Background: an optimization exercise with open tools, aiming at small area. Do not read the settings as production practice. Function was checked by simulation only, so behaviour that the tests miss may differ from the original. The clock port is modelled as an ideal driver; clocking choices that lean on that would not hold on a real chip. Power figures rest on the tool's default switching activity, not on a simulated workload.

**design/flow/config.mk**
```make
export PLATFORM = sky130hd
export DESIGN_NAME = isotp_receive_reassembler
export DESIGN_NICKNAME = isotp_receive_reassembler
export VERILOG_FILES = /design/flow/design.v
export SDC_FILE = /design/flow/constraint.sdc
export NUM_CORES = 4
export LEC_CHECK = 0
export CAP_MARGIN = 20
export CORE_MARGIN = 2
export CORE_UTILIZATION = 72
export PLACE_DENSITY = 0.85
export SLEW_MARGIN = 20
```
**design/flow/constraint.sdc**
```tcl
create_clock -name core_clock -period 7.0 [get_ports {clk}]
set_input_delay 1.4000 -clock core_clock [delete_from_list [all_inputs] [get_ports {clk}]]
set_output_delay 1.4000 -clock core_clock [all_outputs]
set_load 0.01 [all_outputs]
```
**design/flow/design.v**
```verilog
package isotp_rx_pkg;
	localparam logic [1:0] OP_ARM   = 2'd0;
	localparam logic [1:0] OP_FRAME = 2'd1;
	localparam logic [1:0] OP_ABORT = 2'd2;
	localparam logic [1:0] KIND_BYTE  = 2'd0;
	localparam logic [1:0] KIND_FLOW  = 2'd1;
	localparam logic [1:0] KIND_ERROR = 2'd2;
	localparam logic [2:0] ERR_SINGLE = 3'd0;
	localparam logic [2:0] ERR_FIRST  = 3'd1;
	localparam logic [2:0] ERR_SEQ    = 3'd2;
	localparam logic [2:0] ERR_SHORT  = 3'd3;
	localparam logic [2:0] ERR_TYPE   = 3'd4;
endpackage
import isotp_rx_pkg::*;
module isotp_receive_reassembler #(
	parameter int MAX_MESSAGE_BYTES = 64
) (
	input  logic       clk,
	input  logic       arst_n,
	input  logic       in_valid,
	output logic       in_ready,
	input  logic [1:0] op,
	input  logic [3:0] dlc,
	input  logic [7:0] byte_0,
	input  logic [7:0] byte_1,
	input  logic [7:0] byte_2,
	input  logic [7:0] byte_3,
	input  logic [7:0] byte_4,
	input  logic [7:0] byte_5,
	input  logic [7:0] byte_6,
	input  logic [7:0] byte_7,
	output logic       out_valid,
	input  logic       out_ready,
	output logic [1:0] kind,
	output logic [7:0] data_byte,
	output logic [5:0] byte_index,
	output logic [6:0] msg_length,
	output logic [2:0] error_code,
	output logic       last
);
	localparam logic [1:0] ST_U = 2'b00;
	localparam logic [1:0] ST_A = 2'b01;
	localparam logic [1:0] ST_M = 2'b11;
	localparam logic [1:0] ST_S = 2'b10;
	localparam logic [2:0] C_FLOW = 3'b110;
	logic [1:0] st_q;
	logic [5:0] w_q;
	logic       ov_q;
	logic [5:0] total_q;    
	logic [5:0] cnt_q;
	logic [5:0] cnt_inc;
	logic [7:0] data_q;
	logic [2:0] c_q;
	logic [7:0] ring [64];
	logic [7:0][7:0] b;
	logic       armed;
	logic       multi;
	logic       strm;
	logic       out_free;
	logic       aligned;
	logic       accept;
	logic [3:0] pci;
	logic [3:0] nib;
	logic [3:0] n;
	logic [11:0] ftot;
	logic [6:0] total;
	logic [6:0] thr;        
	logic [5:0] wfin;       
	logic [2:0] copy;
	logic       cf_final;
	logic       last_shown;
	logic       emit;
	assign b        = {byte_7, byte_6, byte_5, byte_4, byte_3, byte_2, byte_1, byte_0};
	assign armed    = st_q[0];
	assign multi    = (st_q == ST_M);
	assign strm     = (st_q == ST_S);
	assign out_free = !ov_q || out_ready;
	assign aligned  = (w_q == 6'd5);
	assign in_ready = !strm && aligned && out_free;
	assign accept   = in_valid && in_ready;
	assign pci      = byte_0[7:4];
	assign nib      = byte_0[3:0];
	assign n        = dlc[3] ? 4'd8 : dlc;
	assign ftot     = {nib, byte_1};
	assign total    = {total_q == 6'd0, total_q};
	assign cnt_inc = cnt_q + 6'd1;
	assign thr  = {cnt_q[3:0], 3'b110} - {3'b0, cnt_q[3:0]};
	assign wfin = thr[5:0] - 6'd1;
	assign cf_final   = (total <= thr);
	assign copy       = cf_final ? (total_q[2:0] + cnt_inc[2:0]) : 3'd7;
	assign last_shown = (cnt_inc == total_q);
	assign emit       = strm && aligned && out_free && !(ov_q && last_shown);
	logic       wr;         
	logic       wlow;       
	logic       start;      
	logic       err;
	logic [2:0] ecode;
	logic       flow;
	always_comb begin
		wr    = 1'b0;
		wlow  = 1'b1;
		start = 1'b0;
		err   = 1'b0;
		ecode = ERR_TYPE;
		flow  = 1'b0;
		if (op == OP_FRAME && armed && dlc != 4'd0) begin
			case (pci)
				4'h0: begin
					if (nib == 4'd0 || nib > 4'd7 || nib >= n) begin
						err   = 1'b1;
						ecode = ERR_SINGLE;
					end else begin
						wr    = 1'b1;
						start = 1'b1;
					end
				end
				4'h1: begin
					if (!dlc[3]) begin
						err = 1'b1;
					end else if (ftot <= 12'd7 || ftot > 12'd64) begin
						err   = 1'b1;
						ecode = ERR_FIRST;
					end else begin
						wr   = 1'b1;
						flow = 1'b1;
					end
				end
				4'h2: begin
					if (!multi) begin
						err = 1'b1;
					end else if (nib != cnt_q[3:0]) begin
						err   = 1'b1;
						ecode = ERR_SEQ;
					end else if ({1'b0, copy} >= n) begin
						err   = 1'b1;
						ecode = ERR_SHORT;
					end else begin
						wr    = 1'b1;
						wlow  = (cnt_q[3:0] != 4'd9);
						start = cf_final;
					end
				end
				default: begin
					err = 1'b1;
				end
			endcase
		end
	end
	always_ff @(posedge clk or negedge arst_n) begin
		if (!arst_n) begin
			st_q <= ST_U;
			w_q  <= '0;
			ov_q <= 1'b0;
		end else begin
			if (emit || (err || flow) && accept) begin
				ov_q <= 1'b1;
			end else if (out_ready) begin
				ov_q <= 1'b0;
			end
			if (strm && ov_q && last_shown && out_ready) begin
				st_q <= ST_U;
			end
			if (accept) begin
				if (op == OP_ARM) begin
					st_q <= ST_A;
				end else if (op == OP_ABORT) begin
					st_q <= ST_U;
				end else if (start) begin
					st_q <= ST_S;
				end else if (flow) begin
					st_q <= ST_M;
				end else if (err && ecode == ERR_SEQ) begin
					st_q <= ST_A;
				end
			end
			if (accept && wr) begin
				if (start) begin
					w_q <= (pci == 4'h0) ? 6'd6 : wfin;
				end else begin
					w_q <= 6'd63;
				end
			end else if (!emit) begin
				w_q <= w_q + 6'd1;
			end
		end
	end
	always_ff @(posedge clk) begin
		if (accept && wr) begin
			if (pci == 4'h0) begin
				total_q <= {2'b0, nib};
			end else if (flow) begin
				total_q <= ftot[5:0];
			end
		end
		if (accept && start) begin
			cnt_q <= 6'd63;
		end else if (accept && flow) begin
			cnt_q <= 6'd1;
		end else if (accept && wr || emit) begin
			cnt_q <= cnt_inc;
		end
	end
	always_ff @(posedge clk) begin
		if (accept && (err || flow)) begin
			data_q[2:0] <= flow ? C_FLOW : ecode;
		end else if (emit) begin
			data_q <= ring[5];
		end
	end
	always_ff @(posedge clk) begin
		for (int k = 0; k < 64; k++) begin
			if (k < 7 && accept && wr && (k >= 5 || wlow)) begin
				ring[k] <= b[(7 - k) % 8];
			end else begin
				ring[k] <= ring[(k + 63) % 64];
			end
		end
	end
	assign out_valid  = ov_q;
	assign kind       = strm ? KIND_BYTE : ((c_q[2:1] == 2'b11) ? KIND_FLOW : KIND_ERROR);
	assign c_q        = data_q[2:0];
	assign data_byte  = strm ? data_q : 8'd0;
	assign byte_index = strm ? cnt_q : 6'd0;
	assign msg_length = strm ? total : 7'd0;
	assign error_code = (strm || c_q[2:1] == 2'b11) ? 3'd0 : c_q;
	assign last       = !strm || last_shown;
endmodule
```
**design/flow/flow/run.sh**
```bash
#!/bin/bash
# Standard ORFS layout (standard synthesis) with three changes:
#  - after floorplan, the combinational logic is remapped for area (OpenROAD restructure,
#    i.e. ABC with an area target, on a liberty copy without the platform's don't-use cells),
#    then repaired for slew, capacitance and setup;
#  - port buffers are buf_1, and the clock tree uses clkbuf_8 clusters without dummy loads;
#  - after CTS, cells on paths with slack to spare are downsized.
set -euo pipefail
here=$(pwd)
mkdir -p "$here/rmp"
lib=$FLOW_HOME/platforms/sky130hd/lib/sky130_fd_sc_hd__tt_025C_1v80.lib
dont_use=$(sed -n '/^export DONT_USE_CELLS += /,/^#/p' "$FLOW_HOME/platforms/sky130hd/config.mk" | grep -o 'sky130_fd_sc_hd__[a-z0-9_]*' | tr '\n' ' ')
python3 flow/filterlib.py "$lib" "$here/rmp/area.lib" $dont_use > "$here/rmp/filterlib.log" 2>&1
export RMP_LIB="$here/rmp/area.lib"
export RMP_DIR="$here/rmp"
export POST_FLOORPLAN_TCL="$here/flow/post_floorplan.tcl"
export BUFFER_PORTS_ARGS="-buffer_cell sky130_fd_sc_hd__buf_1"
export CTS_ARGS="-sink_clustering_enable -repair_clock_nets -sink_clustering_size 20 -sink_clustering_max_diameter 60 -buf_list sky130_fd_sc_hd__clkbuf_8 -dont_use_dummy_load"
export POST_CTS_TCL="$here/flow/post_cts.tcl"
bash standard.sh > standard.log 2>&1
```
**design/flow/flow/filterlib.py**
```python
# usage: filterlib.py IN.lib OUT.lib CELL...   copy of a liberty file without the named cells
import sys, re
src, dst, drop = sys.argv[1], sys.argv[2], set(sys.argv[3:])
out = []
skip = 0
depth = 0
for line in open(src):
    if skip:
        depth += line.count('{') - line.count('}')
        if depth <= 0:
            skip = 0
        continue
    m = re.match(r'\s*cell\s*\(\s*"?([\w]+)"?\s*\)', line)
    if m and m.group(1) in drop:
        depth = line.count('{') - line.count('}')
        skip = 1 if depth > 0 else 0
        continue
    out.append(line)
open(dst, 'w').writelines(out)
```
**design/flow/flow/post_cts.tcl**
```tcl
# recover area: downsize cells on paths with slack to spare
repair_timing -recover_power 100 -verbose
```
**design/flow/flow/post_floorplan.tcl**
```tcl
# remap the combinational logic for area, then repair slew, capacitance and setup
restructure -target area -liberty_file $::env(RMP_LIB) \
  -tielo_port sky130_fd_sc_hd__conb_1/LO -tiehi_port sky130_fd_sc_hd__conb_1/HI \
  -work_dir $::env(RMP_DIR) -abc_logfile $::env(RMP_DIR)/abc.log
report_design_area
repair_design
repair_timing -setup -setup_margin 0.2
report_design_area
report_worst_slack
```
**design/flow/standard.sh**
```bash
#!/bin/bash
# synth_recipe.tcl (not shown) runs the flow's synth.tcl, then flattens the netlist and writes it again
# the make line also repeats each setting of config.mk as NAME=value (left out here)
make -C /OpenROAD-flow-scripts/flow DESIGN_CONFIG=/design/flow/config.mk WORK_HOME=/design/flow/orfs CLKGATE_MAP_FILE= SYNTH_SCRIPT=/design/flow/synth_recipe.tcl "${@:-finish}"
```
==> flow_metrics.env, run 1 <==
export IMPL_outcome="finished clean"
export IMPL_die_w_um=143
export IMPL_min_to="ring[7][1]$_DFF_P_"
export IMPL_grt_pass1_vias=6305
export IMPL_hold_viol=0
export IMPL_async_flop_share=0.0166
export IMPL_cp_arrival_ns=6.50
export IMPL_crit_type="flop to flop"
export IMPL_io_pins=103
export IMPL_diodes=0
export IMPL_routed_wl_mm=21.2
export IMPL_io_buffers=102
export IMPL_synth_top_area_frac=0.749
export IMPL_via_per_inst=5.26
export IMPL_initial_utilization=0.738
export IMPL_worst_setup_path_end_kind="flop"
export IMPL_drt_iter0_drc=487
export IMPL_yosysWarnings=51
export IMPL_hpwlAfterDp_mm=14.1
export IMPL_setup_viol=0
export IMPL_core_area_um2=18800
export IMPL_r2r_slack_ns=1.01
export IMPL_netlist_instances=926
export IMPL_fin_nets=1073
export IMPL_skew_ns=0.0948
export IMPL_irDropWorstVdd_v=0.000221
export IMPL_grt_overflow=0
export IMPL_slew_headroom=0.282
export IMPL_hold_depth=0
export IMPL_synthTopCellsByArea="dfxtp_1 (75%), mux2_4 (4.4%), edfxtp_1 (3.0%), ha_1 (2.3%), nand2_1 (2.0%)"
export IMPL_seqCellArea_um2=11000
export IMPL_min_delay_path_class="flop to flop"
export IMPL_ys_ff_latch=541
export IMPL_drcViolationCount=0
export IMPL_cellPowerDensity_nw_per_um2=310
export IMPL_placementRows=50
export IMPL_slew_violations=0
export IMPL_detail_route_first_pass_iterations=5
export IMPL_crit_path_max_incr_delay_ns=0.66
export IMPL_start_kind="flop"
export IMPL_yosys_most_used_dff="dfxtp_1"
export IMPL_clk_transition_reported_paths_ns=0.12
export IMPL_cp_slowest_cell="inv_2"
export IMPL_clkLatencyLatePin_ns=0.61
export IMPL_worstPathMaxFanout=41
export IMPL_placed_area_um2=13600
export IMPL_drive_gt1_frac=0.0361
export IMPL_cts_tree="yes"
export IMPL_nFillCells=1138
export IMPL_rr_worst_depth=23
export IMPL_crit_chain="clkinv_1, o21ai_0, nand2_1, nor2_1, clkinv_1, o22ai_1, clkinv_1, a2111oi_0, and4b_1, o31a_1, a21oi_1, a211oi_1, a21oi_1, o21ai_0, clkinv_1, nor2_1, o2111ai_2, buf_4, clkinv_1, clkbuf_2, o21ai_4, inv_2, o22a_1"
export IMPL_synth_area_um2=13800
export IMPL_via_count=6471
export IMPL_die_y_um=143
export IMPL_fmax_ghz=0.167
export IMPL_ant_nets=0
export IMPL_stdcell_area_um2=14000
export IMPL_grt_pass1_wl_mm=33.2
export IMPL_cts_sinks=541
export IMPL_r2r_start="cnt_q[2]$_SDFFE_PP1P_"
export IMPL_grt_max_degree=42
export IMPL_ys_types=63
export IMPL_fin_setup_tns_ns=0
export IMPL_worstPathRequired_ns=7.51
export IMPL_worst_pin_slew_ns=1.07
export IMPL_syn_to_final_growth_pct=1.04
export IMPL_antenna_found_initial=0
export IMPL_cap_viol_max_count=0
export IMPL_r2r_end="ring[1][1]$_DFF_P_"
export IMPL_grtUsageTotal=0.210
export IMPL_place_congestion=0.936
export IMPL_rsz0062_at_grt="false"
export IMPL_postSynthAreaPerCell_um2=15.0
export IMPL_wl_per_cell_um=17.3
export IMPL_synth_area_leader_cell="dfxtp_1"
export IMPL_post_route_period_util=0.856
export IMPL_fp_dieArea_um2=20400
export IMPL_cp_common_cell="clkinv_1"
export IMPL_fin_crit_ns=5.99
export IMPL_leakage_nw=5.33
export IMPL_synth_edf_count=14
export IMPL_multiInputGateArea_um2=1620
export IMPL_syn_nets=1026
export IMPL_holdCritStartpoint="ring[6][1]$_DFF_P_"
export IMPL_yosysSeqAreaShare=0.796
-- sequential cells by signal (all words and copies together) (netlist names) --
signal,count
ring,512
data_q,8
cnt_q,6
total_q,6
w_q,6
st_q,2
ov_q,1
-- per-layer routing --
metal / routed length (um) / vias to the layer above / global-route usage
met2: 9310 / 270 / 0.327
met4: 582 / 0 / 0.0683
li1: - / 3157 / -
met5: 0 / - / 0
met1: 9840 / 2992 / 0.304
met3: 1510 / 52 / 0.0379
-- worst max-delay path: cells and delay by family (launching register included) --
family | cells | cell delay [ns]
buffers and inverters | 8 | 2.14
and+or+nand+nor | 4 | 0.77
AOI/OAI and AO/OA | 11 | 2.51
DFF | 1 | 0.49
-- metrics by stage --
step	hold slack [ns]	setup slack (ns)	std cells	util	total power [mW]
floorplan	0.310	2.81	926	-	3.18
global placement	0.310	0.703	1200	0.723	3.20
detailed placement	0.312	0.428	1200	0.723	3.20
global route	0.210	0.399	1231	0.745	4.48
finish	0.225	1.01	1231	0.745	4.34
-- cells by family (layout without fill, tap and decap cells) --
kind of cell | after synthesis | in the layout | synth area share
AND/OR/NAND/NOR | 183 | 108 | 0.0665
XOR/XNOR | 23 | 0 | 0.0145
adder cells (fa/ha/maj) | 26 | 0 | 0.0240
flip-flops | 541 | 541 | 0.796
multiplexers | 44 | 0 | 0.0469
AO/OA/AOI/OAI | 72 | 148 | 0.0399
buffers and inverters | 37 | 200 | 0.0125
-- cell usage after synthesis, drive strengths merged, types with 3 or more instances --
cell    number
nor4         3
edfxtp      14
nor2        24
ha          25
a32oi        4
nand2b       8
or4          4
mux2        44
o21ai       14
clkbuf      13
o21a         4
buf          7
o211ai       6
a211oi       6
dfxtp      518
nor3        10
nand4        7
a21oi       10
dfrtp        9
xnor2       14
nand3       14
o311ai       3
and2        21
nor2b        6
and3         3
nand2       75
inv         17
xor2         9
-- worst max path at each step --
stage | from | end | slack, ns | depth (start not counted)
3_3_place_gp | cnt_q[2]$_SDFFE_PP1P_ | ring[0][2]$_DFF_P_ | 0.70 | 20
3_5_place_dp | cnt_q[2]$_SDFFE_PP1P_ | ring[4][7]$_DFF_P_ | 0.43 | 20
5_1_grt | cnt_q[2]$_SDFFE_PP1P_ | ring[1][0]$_DFF_P_ | 0.40 | 23
6_report | cnt_q[2]$_SDFFE_PP1P_ | ring[1][1]$_DFF_P_ | 1.01 | 23
2_1_floorplan | cnt_q[1]$_SDFFE_PP1P_ | ring[0][0]$_DFF_P_ | 2.81 | 18
-- final cells by class --
type / count / area share
timing repair buffer: 105 / 0.0285
tap: 234 / 0.0209
clock buffer: 31 / 0.0305
inverter: 64 / 0.0172
sequential: 541 / 0.787
multi-input combinational: 256 / 0.115
-- cell usage in the layout (no fill, tap or decap), drive strengths merged, types with 2 or more instances in the layout --
| master | instances |
|---|---|
| clkinv | 63 |
| edfxtp | 14 |
| buf | 102 |
| o2bb2ai | 2 |
| a211oi | 2 |
| a21oi | 11 |
| nor4b | 2 |
| o311ai | 4 |
| o22a | 56 |
| nor4 | 4 |
| nand4 | 2 |
| o41ai | 2 |
| and3 | 7 |
| nand2 | 14 |
| o2111ai | 3 |
| nor3 | 15 |
| o21a | 8 |
| dfrtp | 9 |
| o21ai | 23 |
| a2111oi | 2 |
| dfxtp | 518 |
| o22ai | 17 |
| nor2 | 57 |
| o211ai | 4 |
| clkbuf | 34 |
| a22oi | 3 |
| a311oi | 2 |
-- report_power, final --
part,leakage (nW),switching (mW),total [mW],internal (mW)
Clock,0.223,0.810,1.21,0.398
Combinational,0.710,0.0258,0.0418,0.0159
Sequential,4.40,0.00000000000000000745,3.09,3.09
==> run 2: changes to the inputs <==
--- a/design/flow/flow/run.sh
+++ b/design/flow/flow/run.sh
@@ -15,6 +15,6 @@
 export RMP_DIR="$here/rmp"
 export POST_FLOORPLAN_TCL="$here/flow/post_floorplan.tcl"
 export BUFFER_PORTS_ARGS="-buffer_cell sky130_fd_sc_hd__buf_1"
-export CTS_ARGS="-sink_clustering_enable -repair_clock_nets -sink_clustering_size 20 -sink_clustering_max_diameter 60 -buf_list sky130_fd_sc_hd__clkbuf_8 -dont_use_dummy_load"
+export CTS_ARGS="-sink_clustering_enable -repair_clock_nets -sink_clustering_size 14 -sink_clustering_max_diameter 40 -buf_list {sky130_fd_sc_hd__clkbuf_4 sky130_fd_sc_hd__clkbuf_8} -dont_use_dummy_load"
 export POST_CTS_TCL="$here/flow/post_cts.tcl"
 bash standard.sh > standard.log 2>&1
==> run 2 against run 1 <==
Maximum frequency rose by 0.70%; utilization rose by 1.1 points; clock power rose by 19%; final cell count rose by 1.2%; register-to-register slack improved by 0.04 ns; critical path depth did not move; cell area rose by 1.5%; via count rose by 0.82%; synthesized cell count did not move; highest routed layer unchanged; still clean; sequential cell count did not move; die area did not move.
==> flow_metrics.env, run 2 <==
export IMPL_detail_route_first_pass_iterations=5
export IMPL_fmax_ghz=0.168
export IMPL_drive_gt1_frac=0.0504
export IMPL_p_comb_frac=0.009
export IMPL_cp_arrival_ns=6.44
export IMPL_worst_pin_slew_ns=1.06
export IMPL_synth_most_common_cell="dfxtp_1"
export IMPL_r2r_slack_ns=1.05
export IMPL_slew_violations=0
export IMPL_via_count=6524
export IMPL_fin_crit_ns=5.95
export IMPL_grtUsageTotal=0.219
export IMPL_crit_path_max_incr_delay_ns=0.66
export IMPL_cts_tree="yes"
export IMPL_diodes=0
export IMPL_fin_setup_tns_ns=0
export IMPL_grt_pass1_vias=6560
export IMPL_die_w_um=143
export IMPL_outcome="finished clean"
export IMPL_power_frac_seq=0.676
export IMPL_hpwlAfterDp_mm=14.1
export IMPL_worstPathMaxFanout=41
export IMPL_ant_nets=0
export IMPL_clkLatencyLatePin_ns=0.57
export IMPL_fp_dieArea_um2=20400
export IMPL_grt_pass1_wl_mm=34.1
export IMPL_worst_setup_path_end_kind="flop"
export IMPL_fin_nets=1088
export IMPL_synth_area_um2=13800
export IMPL_nFillCells=1111
export IMPL_slew_headroom=0.293
export IMPL_cp_common_cell="clkinv_1"
export IMPL_start_kind="flop"
export IMPL_ys_ff_latch=541
export IMPL_rr_worst_depth=23
export IMPL_p_total_mw=4.57
export IMPL_irDropWorstVdd_v=0.000221
export IMPL_cp_slowest_cell="inv_2"
export IMPL_min_to="ring[9][1]$_DFF_P_"
export IMPL_placementRows=50
export IMPL_reg_top3="ring (512), data_q (8)"
export IMPL_ys_types=63
export IMPL_antenna_found_initial=0
export IMPL_netlist_top_cells_count="dfxtp_1 (518), nand2_1 (75), mux2_4 (41), ha_1 (25), nor2_1 (24)"
export IMPL_layout_commonest_cell="dfxtp_1"
export IMPL_yosysWarnings=51
export IMPL_skew_ns=0.0824
export IMPL_clk_transition_reported_paths_ns=0.09
export IMPL_grt_max_degree=42
export IMPL_synth_edf_count=14
export IMPL_cts_sinks=541
export IMPL_pwr_share_clk=0.315
export IMPL_r2r_end="ring[4][7]$_DFF_P_"
export IMPL_place_congestion=0.936
export IMPL_io_pins=103
export IMPL_synth_area_leader_cell="dfxtp_1"
export IMPL_grt_overflow=0
export IMPL_rsz0062_at_grt="false"
export IMPL_drt_iter0_drc=532
export IMPL_final_cell_mix="dfxtp_1 (518), buf_1 (101), clkinv_1 (63)"
export IMPL_syn_to_final_growth_pct=2.53
export IMPL_cellPowerDensity_nw_per_um2=322
export IMPL_switching_share=0.192
export IMPL_io_buffers=102
export IMPL_worstPathBufferInverterCount=8
export IMPL_whs_ns=0.266
export IMPL_postSynthAreaPerCell_um2=15.0
export IMPL_holdCritStartpoint="ring[8][1]$_DFF_P_"
export IMPL_min_delay_path_class="flop to flop"
export IMPL_setup_viol=0
export IMPL_worstPathRequired_ns=7.49
export IMPL_crit_type="flop to flop"
export IMPL_die_y_um=143
export IMPL_regMostFlops="ring"
export IMPL_leakage_nw=5.44
export IMPL_hold_depth=0
export IMPL_largest_reg_flops=512
export IMPL_yosysSeqAreaShare=0.796
export IMPL_crit_chain="clkinv_1, o21ai_0, nand2_1, nor2_1, clkinv_1, o22ai_1, clkinv_1, a2111oi_0, and4b_1, o31a_1, a21oi_1, a211oi_1, a21oi_1, o21ai_0, clkinv_1, nor2_1, o2111ai_2, buf_4, clkinv_1, clkbuf_2, o21ai_4, inv_2, o22a_1"
export IMPL_async_flop_share=0.0166
export IMPL_power_switching_uw=877
export IMPL_synth_top_area_frac=0.749
export IMPL_initial_utilization=0.738
export IMPL_post_route_period_util=0.850
export IMPL_hold_viol=0
export IMPL_wl_per_cell_um=17.4
export IMPL_via_per_inst=5.24
export IMPL_netlist_instances=926
export IMPL_path_delay_family="compound AO/OA/AOI/OAI gates"
export IMPL_core_area_um2=18800
export IMPL_drcViolationCount=0
export IMPL_routed_wl_mm=21.7
export IMPL_synthTopCellsByArea="dfxtp_1 (75%), mux2_4 (4.4%), edfxtp_1 (3.0%), ha_1 (2.3%), nand2_1 (2.0%)"
export IMPL_intPower_mw=3.69
export IMPL_r2r_start="cnt_q[2]$_SDFFE_PP1P_"
export IMPL_yosys_most_used_dff="dfxtp_1"
export IMPL_syn_nets=1026
export IMPL_cap_viol_max_count=0
[run 2: power by group through the flow]
stage                     clock (mW)  sequential, mW  combinational, mW
after floorplan                    0            3.16             0.0162
after global placement             0            3.16             0.0409
after detailed placement           0            3.16             0.0407
after global routing            1.60            3.09             0.0455
final                           1.44            3.09             0.0421
[run 2: cells by family after synthesis]
| kind of cell | after synthesis | share of synthesized area |
|---|---|---|
| simple gates | 183 | 0.0665 |
| mux | 44 | 0.0469 |
| fa+ha+maj | 26 | 0.0240 |
| xor+xnor | 23 | 0.0145 |
| flops | 541 | 0.796 |
| buf+inv | 37 | 0.0125 |
| compound gates | 72 | 0.0399 |
[run 2: through the flow]
step	util	setup WS, ns	instances	instance area (um^2)
2_1_floorplan	-	2.81	926	13800
3_3_place_gp	0.723	0.703	1200	13600
3_5_place_dp	0.723	0.428	1200	13600
5_1_grt	0.756	0.430	1246	14200
6_report	0.756	1.05	1246	14200
[run 2: area by class of cell]
type                    instances  area (um^2)  area share
repair buffers                105          399      0.0281
clock buffers                  46          633      0.0446
flip-flops and latches        541        11000       0.776
multi-input cells             256         1620       0.114
inverters                      64          240      0.0169
well taps                     234          293      0.0206
[run 2: how the worst max path moves through the flow]
stage / cells after the start / end / startpoint
global route: 23 / ring[1][5]$_DFF_P_ / cnt_q[2]$_SDFFE_PP1P_
finish: 23 / ring[4][7]$_DFF_P_ / cnt_q[2]$_SDFFE_PP1P_
floorplan: 18 / ring[0][0]$_DFF_P_ / cnt_q[1]$_SDFFE_PP1P_
detailed placement: 20 / ring[4][7]$_DFF_P_ / cnt_q[2]$_SDFFE_PP1P_
global placement: 20 / ring[0][2]$_DFF_P_ / cnt_q[2]$_SDFFE_PP1P_
[run 2: per-layer routing]
layer  up-vias  wire length [um]  track usage
li1       3185                 -            -
met1      3015              9860        0.302
met2       264              9590        0.339
met3        60              1530       0.0500
met4         0               725       0.0902
met5         -                 0            0
[run 2: worst reg2reg max path, stage by stage (launching register included)]
cell       delay (ns)
dfxtp_1          0.46
clkinv_1         0.28
o21ai_0          0.27
nand2_1          0.11
nor2_1           0.20
clkinv_1         0.11
o22ai_1          0.22
clkinv_1         0.15
a2111oi_0        0.42
and4b_1          0.25
o31a_1           0.12
a21oi_1          0.08
a211oi_1         0.27
a21oi_1          0.11
o21ai_0          0.25
clkinv_1         0.15
nor2_1           0.20
o2111ai_2        0.14
buf_4            0.28
clkinv_1         0.07
clkbuf_2         0.44
o21ai_4          0.41
inv_2            0.68
o22a_1           0.25
==> run 3: changes to the inputs <==
--- a/design/flow/flow/run.sh
+++ b/design/flow/flow/run.sh
@@ -15,6 +15,6 @@
 export RMP_DIR="$here/rmp"
 export POST_FLOORPLAN_TCL="$here/flow/post_floorplan.tcl"
 export BUFFER_PORTS_ARGS="-buffer_cell sky130_fd_sc_hd__buf_1"
-export CTS_ARGS="-sink_clustering_enable -repair_clock_nets -sink_clustering_size 14 -sink_clustering_max_diameter 40 -buf_list {sky130_fd_sc_hd__clkbuf_4 sky130_fd_sc_hd__clkbuf_8} -dont_use_dummy_load"
+export CTS_ARGS="-sink_clustering_enable -repair_clock_nets -sink_clustering_size 12 -sink_clustering_max_diameter 35 -buf_list sky130_fd_sc_hd__clkbuf_4 -dont_use_dummy_load"
 export POST_CTS_TCL="$here/flow/post_cts.tcl"
 bash standard.sh > standard.log 2>&1
==> run 3 against run 2 <==
Hold slack lost 0.0023 ns; worst setup slack lost 0.10 ns; non-clock buffer count shrank 1; synthesized area is the same; final cell count grew 0.64%; via count grew 1.4%; maximum frequency shrank 1.7%; cell area shrank 1.7%; clock power shrank 19%; global-route usage shrank 0.70 points; register-to-register slack lost 0.10 ns; critical path type unchanged; critical endpoint unchanged.
==> flow_metrics.env, run 3 <==
export IMPL_largest_reg_flops=512
export IMPL_power_frac_seq=0.719
export IMPL_start_kind="flop"
export IMPL_placementRows=50
export IMPL_skew_ns=0.0675
export IMPL_fin_cells=1254
export IMPL_layout_commonest_cell="dfxtp_1"
export IMPL_synth_area_leader_cell="dfxtp_1"
export IMPL_regMostFlops="ring"
export IMPL_r2r_end="ring[4][7]$_DFF_P_"
export IMPL_post_route_period_util=0.865
export IMPL_power_switching_uw=840
export IMPL_ys_ff_latch=541
export IMPL_grt_pass1_vias=6511
export IMPL_detail_route_first_pass_iterations=5
export IMPL_via_count=6618
export IMPL_cts_tree="yes"
export IMPL_clk_transition_reported_paths_ns=0.12
export IMPL_worstPathMaxFanout=41
export IMPL_crit_type="flop to flop"
export IMPL_place_congestion=0.936
export IMPL_die_w_um=143
export IMPL_fin_setup_tns_ns=0
export IMPL_netlist_top_cells_count="dfxtp_1 (518), nand2_1 (75), mux2_4 (41), ha_1 (25), nor2_1 (24)"
export IMPL_hold_depth=0
export IMPL_grtUsageTotal=0.212
export IMPL_min_to="ring[7][1]$_DFF_P_"
export IMPL_r2r_start="cnt_q[0]$_SDFFE_PP1N_"
export IMPL_ant_nets=0
export IMPL_final_cell_mix="dfxtp_1 (518), buf_1 (101), clkinv_1 (63)"
export IMPL_fp_dieArea_um2=20400
export IMPL_rsz0062_at_grt="false"
export IMPL_wl_per_cell_um=16.8
export IMPL_dp_cells=1200
export IMPL_async_flop_share=0.0166
export IMPL_synthTopCellsByArea="dfxtp_1 (75%), mux2_4 (4.4%), edfxtp_1 (3.0%), ha_1 (2.3%), nand2_1 (2.0%)"
export IMPL_ys_types=63
export IMPL_r2r_slack_ns=0.95
export IMPL_cap_viol_max_count=0
export IMPL_min_delay_path_class="flop to flop"
export IMPL_io_buffers=102
export IMPL_grt_overflow=0
export IMPL_yosysSeqAreaShare=0.796
export IMPL_setup_viol=0
export IMPL_die_y_um=143
export IMPL_antenna_found_initial=1
export IMPL_p_comb_frac=0.010
export IMPL_cp_arrival_ns=6.61
export IMPL_io_pins=103
export IMPL_routed_wl_mm=21.1
export IMPL_drt_iter0_drc=435
export IMPL_synth_top_area_frac=0.749
export IMPL_pwr_share_clk=0.271
export IMPL_hold_viol=0
export IMPL_worstPathRequired_ns=7.56
export IMPL_core_area_um2=18800
export IMPL_fin_nets=1094
export IMPL_via_per_inst=5.28
export IMPL_worst_setup_path_end_kind="flop"
export IMPL_synth_edf_count=14
export IMPL_cts_sinks=541
export IMPL_postSynthAreaPerCell_um2=15.0
export IMPL_synth_most_common_cell="dfxtp_1"
export IMPL_grt_pass1_wl_mm=33.1
export IMPL_outcome="finished clean"
export IMPL_slew_violations=0
export IMPL_cellPowerDensity_nw_per_um2=308
export IMPL_intPower_mw=3.45
export IMPL_yosys_most_used_dff="dfxtp_1"
export IMPL_grt_max_degree=42
export IMPL_drive_gt1_frac=0.0560
export IMPL_worst_pin_slew_ns=1.07
export IMPL_slew_headroom=0.286
export IMPL_drcViolationCount=0
export IMPL_netlist_instances=926
export IMPL_yosysWarnings=51
export IMPL_fin_crit_ns=6.05
export IMPL_fmax_ghz=0.165
export IMPL_synth_area_um2=13800
export IMPL_hpwlAfterDp_mm=14.1
export IMPL_reg_top3="ring (512), data_q (8)"
export IMPL_switching_share=0.196
export IMPL_holdCritStartpoint="ring[6][1]$_DFF_P_"
export IMPL_syn_nets=1026
export IMPL_initial_utilization=0.738
export IMPL_irDropWorstVdd_v=0.000184
export IMPL_post_route_util=0.744
export IMPL_leakage_nw=5.35
export IMPL_clkLatencyLatePin_ns=0.66
export IMPL_syn_to_final_growth_pct=0.831
export IMPL_rr_worst_depth=23
run 3: cell counts after synthesis:
Identical to the previous run, type by type.
run 3: power groups by stage:
stage               sequential (mW)  combinational [mW]  clock [mW]
floorplan                      3.16              0.0162           0
global placement               3.16              0.0409           0
detailed placement             3.16              0.0407           0
global route                   3.09              0.0454        1.32
finish                         3.09              0.0416        1.16
run 3: how the worst max path moves through the flow:
| stage | depth (start not counted) | slack, ns | to | from |
|---|---|---|---|---|
| 2_1_floorplan | 18 | 2.81 | ring[0][0]$_DFF_P_ | cnt_q[1]$_SDFFE_PP1P_ |
| 3_3_place_gp | 20 | 0.70 | ring[0][2]$_DFF_P_ | cnt_q[2]$_SDFFE_PP1P_ |
| 6_report | 23 | 0.95 | ring[4][7]$_DFF_P_ | cnt_q[0]$_SDFFE_PP1N_ |
| 5_1_grt | 23 | 0.34 | ring[4][2]$_DFF_P_ | cnt_q[0]$_SDFFE_PP1N_ |
| 3_5_place_dp | 20 | 0.43 | ring[4][7]$_DFF_P_ | cnt_q[2]$_SDFFE_PP1P_ |
run 3: critical path, stage by stage (launching register included):
cell,delay [ns]
dfxtp_1,0.51
clkinv_1,0.30
nor2_1,0.21
clkinv_1,0.13
o21ai_0,0.19
clkinv_1,0.11
nor2_1,0.15
clkinv_1,0.10
o21ai_0,0.12
a2111oi_0,0.10
and4b_1,0.20
o31a_1,0.23
a21oi_1,0.30
a211oi_1,0.11
a21oi_1,0.16
o21ai_0,0.13
clkinv_1,0.09
nor2_1,0.07
o2111ai_2,0.18
buf_4,0.29
clkinv_1,0.63
o21ai_4,0.67
inv_2,0.57
o22a_1,0.37
run 3: final cells by class:
type                       instances  area, um^2
antenna                            2        5.00
clock buffer                      53         398
fill                            1171        4810
inverter                          64         240
multi-input combinational        256        1620
sequential                       541       11000
tap                              234         293
timing repair buffer             104         394
run 3: metal layers:
layer / routed length (um) / GRT usage / up-vias
li1: - / - / 3220
met2: 9220 / 0.323 / 281
met3: 1630 / 0.0496 / 47
met4: 592 / 0.0891 / 0
met5: 0 / 0 / -
met1: 9640 / 0.295 / 3070
run 3: stage by stage:
| step | area [um^2] | total power, mW | setup slack, ns | hold slack, ns |
|---|---|---|---|---|
| final | 14000 | 4.29 | 0.947 | 0.264 |
| after detailed placement | 13600 | 3.20 | 0.428 | 0.312 |
| after floorplan | 13800 | 3.18 | 2.81 | 0.310 |
| after global routing | 14000 | 4.46 | 0.341 | 0.240 |
| after global placement | 13600 | 3.20 | 0.703 | 0.310 |
run 3: cell families (layout without fill, tap and decap cells):
| family | Yosys count | count (layout) | share of synthesized area |
|---|---|---|---|
| AO/OA/AOI/OAI | 72 | 148 | 0.0399 |
| adder cells (fa/ha/maj) | 26 | 0 | 0.0240 |
| multiplexers | 44 | 0 | 0.0469 |
| AND/OR/NAND/NOR | 183 | 108 | 0.0665 |
| other | 0 | 2 | 0 |
| buffers and inverters | 37 | 221 | 0.0125 |
| flip-flops | 541 | 541 | 0.796 |
| XOR/XNOR | 23 | 0 | 0.0145 |
==> run 4: changes to the inputs <==
--- a/design/flow/flow/run.sh
+++ b/design/flow/flow/run.sh
@@ -3,7 +3,8 @@
 #  - after floorplan, the combinational logic is remapped for area (OpenROAD restructure,
 #    i.e. ABC with an area target, on a liberty copy without the platform's don't-use cells),
 #    then repaired for slew, capacitance and setup;
-#  - port buffers are buf_1, and the clock tree uses clkbuf_8 clusters without dummy loads;
+#  - port buffers are buf_1, and the clock tree uses small clusters of clkbuf_4 without
+#    dummy loads;
 #  - after CTS, cells on paths with slack to spare are downsized.
 set -euo pipefail
 here=$(pwd)
==> run 4 against run 3 <==
Still clean; count of clock-buffer cells in the layout stayed put; sequential cell count stayed put; final cell count stayed put; synthesized area did not move; largest power group unchanged; highest routed layer unchanged.
==> flow_metrics.env, run 4 <==
export IMPL_core_area_um2=18800
export IMPL_layout_commonest_cell="dfxtp_1"
export IMPL_io_buffers=102
export IMPL_fmax_ghz=0.165
export IMPL_start_kind="flop"
export IMPL_synth_top_area_frac=0.749
export IMPL_via_count=6618
export IMPL_detail_route_first_pass_iterations=5
export IMPL_grt_pass1_vias=6511
export IMPL_whs_ns=0.264
export IMPL_wl_met1_mm=9.64
export IMPL_skew_ns=0.0675
export IMPL_crit_type="flop to flop"
export IMPL_critPathLaunch="cnt_q[0]$_SDFFE_PP1N_"
export IMPL_placementRows=50
export IMPL_cp_common_cell="clkinv_1"
export IMPL_netlist_top_cells_count="dfxtp_1 (518), nand2_1 (75), mux2_4 (41), ha_1 (25), nor2_1 (24)"
export IMPL_ant_nets=0
export IMPL_grtUsageTotal=0.212
export IMPL_worst_pin_slew_ns=1.07
export IMPL_post_route_period_util=0.865
export IMPL_clkLatencyLatePin_ns=0.66
export IMPL_yosysWarnings=51
export IMPL_rsz0062_at_grt="false"
export IMPL_routed_top_layer="met4"
export IMPL_min_delay_path_class="flop to flop"
export IMPL_cp_endpoint="ring[4][7]$_DFF_P_"
export IMPL_fin_nets=1094
export IMPL_synth_most_common_cell="dfxtp_1"
export IMPL_cts_tree="yes"
export IMPL_ys_ff_latch=541
export IMPL_wl_met3_mm=1.63
export IMPL_leakage_nw=5.35
export IMPL_cap_viol_max_count=0
export IMPL_reg_top3="ring (512), data_q (8)"
export IMPL_drcViolationCount=0
export IMPL_crit_path_max_incr_delay_ns=0.67
export IMPL_setup_viol=0
export IMPL_synth_edf_count=14
export IMPL_crit_chain="clkinv_1, nor2_1, clkinv_1, o21ai_0, clkinv_1, nor2_1, clkinv_1, o21ai_0, a2111oi_0, and4b_1, o31a_1, a21oi_1, a211oi_1, a21oi_1, o21ai_0, clkinv_1, nor2_1, o2111ai_2, buf_4, clkinv_1, o21ai_4, inv_2, o22a_1"
export IMPL_irDropWorstVdd_v=0.000184
export IMPL_antenna_found_initial=1
export IMPL_syn_to_final_growth_pct=0.831
export IMPL_largest_reg_flops=512
export IMPL_via_per_inst=5.28
export IMPL_final_cell_mix="dfxtp_1 (518), buf_1 (101), clkinv_1 (63)"
export IMPL_async_flop_share=0.0166
export IMPL_worstPathMaxFanout=41
export IMPL_die_w_um=143
export IMPL_placed_area_um2=13600
export IMPL_hold_viol=0
export IMPL_cp_slowest_cell="o21ai_4"
export IMPL_cp_arrival_ns=6.61
export IMPL_grt_pass1_wl_mm=33.1
export IMPL_cellPowerDensity_nw_per_um2=308
export IMPL_drt_iter0_drc=435
export IMPL_slew_violations=0
export IMPL_slew_headroom=0.286
export IMPL_fin_setup_tns_ns=0
export IMPL_postSynthAreaPerCell_um2=15.0
export IMPL_netlist_instances=926
export IMPL_r2r_start="cnt_q[0]$_SDFFE_PP1N_"
export IMPL_r2r_slack_ns=0.95
export IMPL_die_y_um=143
export IMPL_place_congestion=0.936
export IMPL_cts_sinks=541
export IMPL_grt_max_degree=42
export IMPL_synthTopCellsByArea="dfxtp_1 (75%), mux2_4 (4.4%), edfxtp_1 (3.0%), ha_1 (2.3%), nand2_1 (2.0%)"
export IMPL_dr_wl_met2_mm=9.22
export IMPL_synth_area_leader_cell="dfxtp_1"
export IMPL_wl_per_cell_um=16.8
export IMPL_yosysSeqAreaShare=0.796
export IMPL_place_ws_ns=0.428
export IMPL_routed_wl_mm=21.1
export IMPL_drive_gt1_frac=0.0560
export IMPL_grt_overflow=0
export IMPL_layout_setup_ws_ns=0.947
export IMPL_dp_cells=1200
export IMPL_r2r_end="ring[4][7]$_DFF_P_"
export IMPL_regMostFlops="ring"
export IMPL_fin_cells=1254
export IMPL_ys_types=63
export IMPL_worstPathRequired_ns=7.56
export IMPL_io_pins=103
export IMPL_syn_nets=1026
export IMPL_fp_dieArea_um2=20400
export IMPL_yosys_most_used_dff="dfxtp_1"
export IMPL_fin_crit_ns=6.05
export IMPL_outcome="finished clean"
export IMPL_rr_worst_depth=23
export IMPL_hpwlAfterDp_mm=14.1
export IMPL_stdcell_area_um2=14000
export IMPL_initial_utilization=0.738
export IMPL_worst_setup_path_end_kind="flop"
export IMPL_clk_transition_reported_paths_ns=0.12
export IMPL_synth_area_um2=13800
run 4: worst min path at each step:
stage,start,endpoint,slack (ns),cells after the start
2_1_floorplan,ring[9][0]$_DFF_P_,ring[10][0]$_DFF_P_,0.31,0
3_3_place_gp,ring[28][4]$_DFF_P_,ring[29][4]$_DFF_P_,0.31,0
3_5_place_dp,ring[48][3]$_DFF_P_,ring[49][3]$_DFF_P_,0.31,0
5_1_grt,ring[6][1]$_DFF_P_,ring[7][1]$_DFF_P_,0.24,0
6_report,ring[6][1]$_DFF_P_,ring[7][1]$_DFF_P_,0.26,0
run 4: logic make-up (layout without fill, tap and decap cells):
group / count (synthesis) / after routing / synth area share
buf+inv: 37 / 221 / 0.0125
mux: 44 / 0 / 0.0469
compound gates: 72 / 148 / 0.0399
flops: 541 / 541 / 0.796
other cells: 0 / 2 / 0
simple gates: 183 / 108 / 0.0665
fa+ha+maj: 26 / 0 / 0.0240
xor+xnor: 23 / 0 / 0.0145
run 4: report_power, final:
| part | total (mW) | switching [mW] | internal (mW) |
|---|---|---|---|
| Combinational | 0.0416 | 0.0257 | 0.0159 |
| Sequential | 3.09 | 0.00000000000000000734 | 3.09 |
| Clock | 1.16 | 0.814 | 0.350 |
run 4: area by class of cell:
class / instances / area [um^2]
Clock buffer: 53 / 398
Antenna cell: 2 / 5.00
Tap cell: 234 / 293
Fill cell: 1171 / 4810
Inverter: 64 / 240
Timing Repair Buffer: 104 / 394
Multi-Input combinational cell: 256 / 1620
Sequential cell: 541 / 11000
run 4: stage by stage:
stage / util / power, mW
after floorplan: - / 3.18
after global routing: 0.744 / 4.46
after global placement: 0.723 / 3.20
after detailed placement: 0.723 / 3.20
final: 0.744 / 4.29
run 4: worst max-delay path: cells and delay by family (launching register included):
family	cells	cell delay, ns
buf+inv	8	2.22
flops	1	0.51
compound gates	11	2.56
simple gates	4	0.63
run 4: per-layer routing:
metal | vias up | global-route usage
li1 | 3220 | -
met1 | 3070 | 0.295
met2 | 281 | 0.323
met3 | 47 | 0.0496
met4 | 0 | 0.0891
met5 | - | 0
==> run 5: changes to the inputs <==
--- a/design/flow/flow/run.sh
+++ b/design/flow/flow/run.sh
@@ -3,8 +3,7 @@
 #  - after floorplan, the combinational logic is remapped for area (OpenROAD restructure,
 #    i.e. ABC with an area target, on a liberty copy without the platform's don't-use cells),
 #    then repaired for slew, capacitance and setup;
-#  - port buffers are buf_1, and the clock tree uses small clusters of clkbuf_4 without
-#    dummy loads;
+#  - port buffers are buf_1, and the clock tree uses clkbuf_8 clusters without dummy loads;
 #  - after CTS, cells on paths with slack to spare are downsized.
 set -euo pipefail
 here=$(pwd)
@@ -16,6 +15,6 @@
 export RMP_DIR="$here/rmp"
 export POST_FLOORPLAN_TCL="$here/flow/post_floorplan.tcl"
 export BUFFER_PORTS_ARGS="-buffer_cell sky130_fd_sc_hd__buf_1"
-export CTS_ARGS="-sink_clustering_enable -repair_clock_nets -sink_clustering_size 12 -sink_clustering_max_diameter 35 -buf_list sky130_fd_sc_hd__clkbuf_4 -dont_use_dummy_load"
+export CTS_ARGS="-sink_clustering_enable -repair_clock_nets -sink_clustering_size 20 -sink_clustering_max_diameter 60 -buf_list sky130_fd_sc_hd__clkbuf_8 -dont_use_dummy_load"
 export POST_CTS_TCL="$here/flow/post_cts.tcl"
 bash standard.sh > standard.log 2>&1
==> design/flow/flow/post_floorplan.tcl (replaced) <==
# remap the combinational logic for area, then repair slew, capacitance and setup
# (twice: the second pass still finds a little)
foreach pass {1 2} {
  restructure -target area -liberty_file $::env(RMP_LIB) \
    -tielo_port sky130_fd_sc_hd__conb_1/LO -tiehi_port sky130_fd_sc_hd__conb_1/HI \
    -work_dir $::env(RMP_DIR) -abc_logfile $::env(RMP_DIR)/abc_$pass.log
  report_design_area
}
report_design_area
repair_design
repair_timing -setup -setup_margin 0.2
report_design_area
report_worst_slack
--- a/design/flow/config.mk
+++ b/design/flow/config.mk
@@ -7,6 +7,5 @@
 export LEC_CHECK = 0
 export CAP_MARGIN = 20
 export CORE_MARGIN = 2
-export CORE_UTILIZATION = 72
-export PLACE_DENSITY = 0.85
+export CORE_UTILIZATION = 40
 export SLEW_MARGIN = 20
==> run 5 against run 4 <==
Largest cell class unchanged; critical path type unchanged; worst setup slack worse by 0.10 ns; count of clock-buffer cells in the layout is 17 lower; sequential cell count unchanged; utilization shrank 33 points.
==> flow_metrics.env, run 5 <==
export IMPL_outcome="finished clean"
export IMPL_worst_pin_slew_ns=1.04
export IMPL_synth_area_um2=13800
export IMPL_drt_iter0_drc=344
export IMPL_synth_most_common_cell="dfxtp_1"
export IMPL_r2r_slack_ns=0.84
export IMPL_die_y_um=190
export IMPL_antenna_found_initial=7
export IMPL_cap_viol_max_count=0
export IMPL_final_cell_mix="dfxtp_1 (518), buf_1 (101), clkinv_1 (61)"
export IMPL_fin_setup_tns_ns=0
export IMPL_clkLatencyLatePin_ns=0.56
export IMPL_synth_top_area_frac=0.749
export IMPL_hold_viol=0
export IMPL_via_count=6365
export IMPL_fmax_ghz=0.162
export IMPL_crit_type="flop to flop"
export IMPL_reg_top3="ring (512), data_q (8)"
export IMPL_ant_nets=0
export IMPL_synth_edf_count=14
export IMPL_slew_headroom=0.306
export IMPL_worst_setup_path_end_kind="flop"
export IMPL_leakage_nw=5.40
export IMPL_syn_nets=1026
export IMPL_clk_transition_reported_paths_ns=0.11
export IMPL_layout_commonest_cell="dfxtp_1"
export IMPL_fin_cells=1455
export IMPL_routed_wl_mm=20.5
export IMPL_die_w_um=190
export IMPL_hpwlAfterDp_mm=13.8
export IMPL_synth_area_leader_cell="dfxtp_1"
export IMPL_wl_per_cell_um=14.1
export IMPL_fin_crit_ns=6.16
export IMPL_io_pins=103
export IMPL_setup_viol=0
export IMPL_r2r_end="ring[2][7]$_DFF_P_"
export IMPL_postSynthAreaPerCell_um2=15.0
export IMPL_io_buffers=102
export IMPL_rr_worst_depth=21
export IMPL_netlist_top_cells_count="dfxtp_1 (518), nand2_1 (75), mux2_4 (41), ha_1 (25), nor2_1 (24)"
export IMPL_regMostFlops="ring"
export IMPL_detail_route_first_pass_iterations=5
export IMPL_irDropWorstVdd_v=0.000126
export IMPL_grt_pass1_vias=6101
export IMPL_syn_to_final_growth_pct=3.53
export IMPL_r2r_start="cnt_q[0]$_SDFFE_PP1N_"
export IMPL_placementRows=68
export IMPL_grt_max_degree=42
export IMPL_yosys_most_used_dff="dfxtp_1"
export IMPL_initial_utilization=0.404
export IMPL_yosysWarnings=51
export IMPL_drcViolationCount=0
export IMPL_via_per_inst=4.37
export IMPL_ys_ff_latch=541
export IMPL_fp_dieArea_um2=36100
export IMPL_grt_pass1_wl_mm=32.1
export IMPL_core_area_um2=34300
export IMPL_worstPathRequired_ns=7.44
export IMPL_cts_tree="yes"
export IMPL_cp_endpoint="ring[2][7]$_DFF_P_"
export IMPL_cellPowerDensity_nw_per_um2=310
export IMPL_slew_violations=0
export IMPL_rsz0062_at_grt="false"
export IMPL_drive_gt1_frac=0.0401
export IMPL_cp_arrival_ns=6.60
export IMPL_fin_nets=1074
export IMPL_post_route_util=0.418
export IMPL_grtUsageTotal=0.113
export IMPL_dp_cells=1417
export IMPL_start_kind="flop"
export IMPL_critPathLaunch="cnt_q[0]$_SDFFE_PP1N_"
export IMPL_ys_types=63
export IMPL_post_route_period_util=0.880
export IMPL_async_flop_share=0.0166
export IMPL_min_delay_path_class="flop to flop"
export IMPL_yosysSeqAreaShare=0.796
export IMPL_skew_ns=0.0896
export IMPL_place_congestion=0.900
export IMPL_netlist_instances=926
export IMPL_hold_depth=0
export IMPL_largest_reg_flops=512
export IMPL_synthTopCellsByArea="dfxtp_1 (75%), mux2_4 (4.4%), edfxtp_1 (3.0%), ha_1 (2.3%), nand2_1 (2.0%)"
export IMPL_worstPathMaxFanout=41
export IMPL_cts_sinks=541
export IMPL_grt_overflow=0
==> run 5: cell count changes in the layout (fill, tap and decap cells not counted), moves of 2 or more <==
cell	before	now
o22a_1	56	2
a22oi_1	3	8
o21a_1	8	6
a221oi_1	0	2
clkbuf_1	2	4
clkbuf_4	53	0
a22o_1	0	53
o21ai_0	22	19
nor2_1	57	51
clkbuf_8	0	36
clkinv_1	63	61
a21oi_1	11	13
==> run 5: area by class of cell <==
class                           instances  area, um^2
Tap cell                              455         569
Clock buffer                           36         495
Sequential cell                       541       11000
Antenna cell                            2        5.00
Fill cell                            3142       20000
Inverter                               61         229
Multi-Input combinational cell        253        1610
Timing Repair Buffer                  107         409
==> run 5: power by group <==
group | switching [mW] | internal, mW
Clock | 0.829 | 0.465
Sequential | 0.00324 | 3.09
Combinational | 0.0366 | 0.0213
Total | 0.869 | 3.58
==> run 5: how the worst min path moves through the flow <==
| stage | start | to | slack [ns] |
|---|---|---|---|
| floorplan | ring[9][0]$_DFF_P_ | ring[10][0]$_DFF_P_ | 0.31 |
| global placement | ring[11][4]$_DFF_P_ | ring[12][4]$_DFF_P_ | 0.31 |
| detailed placement | ring[17][2]$_DFF_P_ | ring[18][2]$_DFF_P_ | 0.31 |
| global route | ring[13][0]$_DFF_P_ | ring[14][0]$_DFF_P_ | 0.26 |
| finish | ring[9][2]$_DFF_P_ | ring[10][2]$_DFF_P_ | 0.26 |
==> run 5: critical path, cell delays in order (launching register included) <==
cell and delay (ns):
dfxtp_1 0.47, clkinv_1 0.33, nor2_1 0.23, clkinv_1 0.14, o21ai_0 0.19, nor2_1 0.14
nor2_1 0.11, o21ai_0 0.09, nor4_1 0.29, a221oi_1 0.11, a21oi_1 0.13, a21oi_1 0.11
a221oi_1 0.34, a21oi_1 0.11, o21ai_0 0.24, clkinv_1 0.15, nor2_1 0.19, clkinv_1 0.17
o21ai_4 0.84, clkinv_1 1.02, clkbuf_1 0.39, a22o_1 0.24
==> run 5: cells by family after synthesis <==
| kind of cell | after synthesis | share of synthesized area |
|---|---|---|
| adder cells (fa/ha/maj) | 26 | 0.0240 |
| flip-flops | 541 | 0.796 |
| buffers and inverters | 37 | 0.0125 |
| multiplexers | 44 | 0.0469 |
| XOR/XNOR | 23 | 0.0145 |
| AND/OR/NAND/NOR | 183 | 0.0665 |
| AO/OA/AOI/OAI | 72 | 0.0399 |
==> run 5: per-layer routing <==
layer / vias to the layer above / part of all wire / global-route usage
met5: - / 0.0029 / 0
met4: 10 / 0.037 / 0.0504
met3: 65 / 0.083 / 0.0408
met2: 172 / 0.38 / 0.148
met1: 2961 / 0.50 / 0.165
li1: 3157 / - / -
==> run 5: through the flow <==
| stage | total power [mW] | hold slack [ns] | area (um^2) | worst slack, ns |
|---|---|---|---|---|
| 3_5_place_dp | 3.22 | 0.312 | 13800 | 0.814 |
| 6_report | 4.45 | 0.265 | 14300 | 0.843 |
| 2_1_floorplan | 3.18 | 0.310 | 13800 | 2.81 |
| 5_1_grt | 4.63 | 0.256 | 14300 | 0.0981 |
| 3_3_place_gp | 3.22 | 0.310 | 13800 | 0.811 |

## re-timing with driven ports
The results above use ideal ports. As a check the final layouts listed here were re-extracted and re-timed, cells and wires unchanged.
Step 1, drivers: a clkbuf_16 drives clk and a buf_2 each remaining input, both assumed.
Step 2 moves the port delays by t, midway between the first and last clock arrival at a register: inputs arrive t later, outputs are due t later. That takes back most of the time a late clock gives input paths.
a / b / c = no drivers / after step 1 / after step 2; a / b = the first two.
run | t, ns | setup slack, ns | worst hold slack (ns)
run 1 | 0.609 | 1.007 / 1.007 / 1.007 | 0.225 / 0.225 / 0.225
run 2 | 0.574 | 1.048 / 1.048 / 1.048 | 0.266 / 0.266 / 0.266
run 3 | 0.671 | 0.947 / 0.947 / 0.947 | 0.264 / 0.264 / 0.264
run 4 | 0.671 | 0.947 / 0.947 / 0.947 | 0.264 / 0.264 / 0.264
run 5 | 0.562 | 0.843 / 0.843 / 0.843 | 0.265 / 0.265 / 0.265
After both steps every run listed still meets setup and hold.
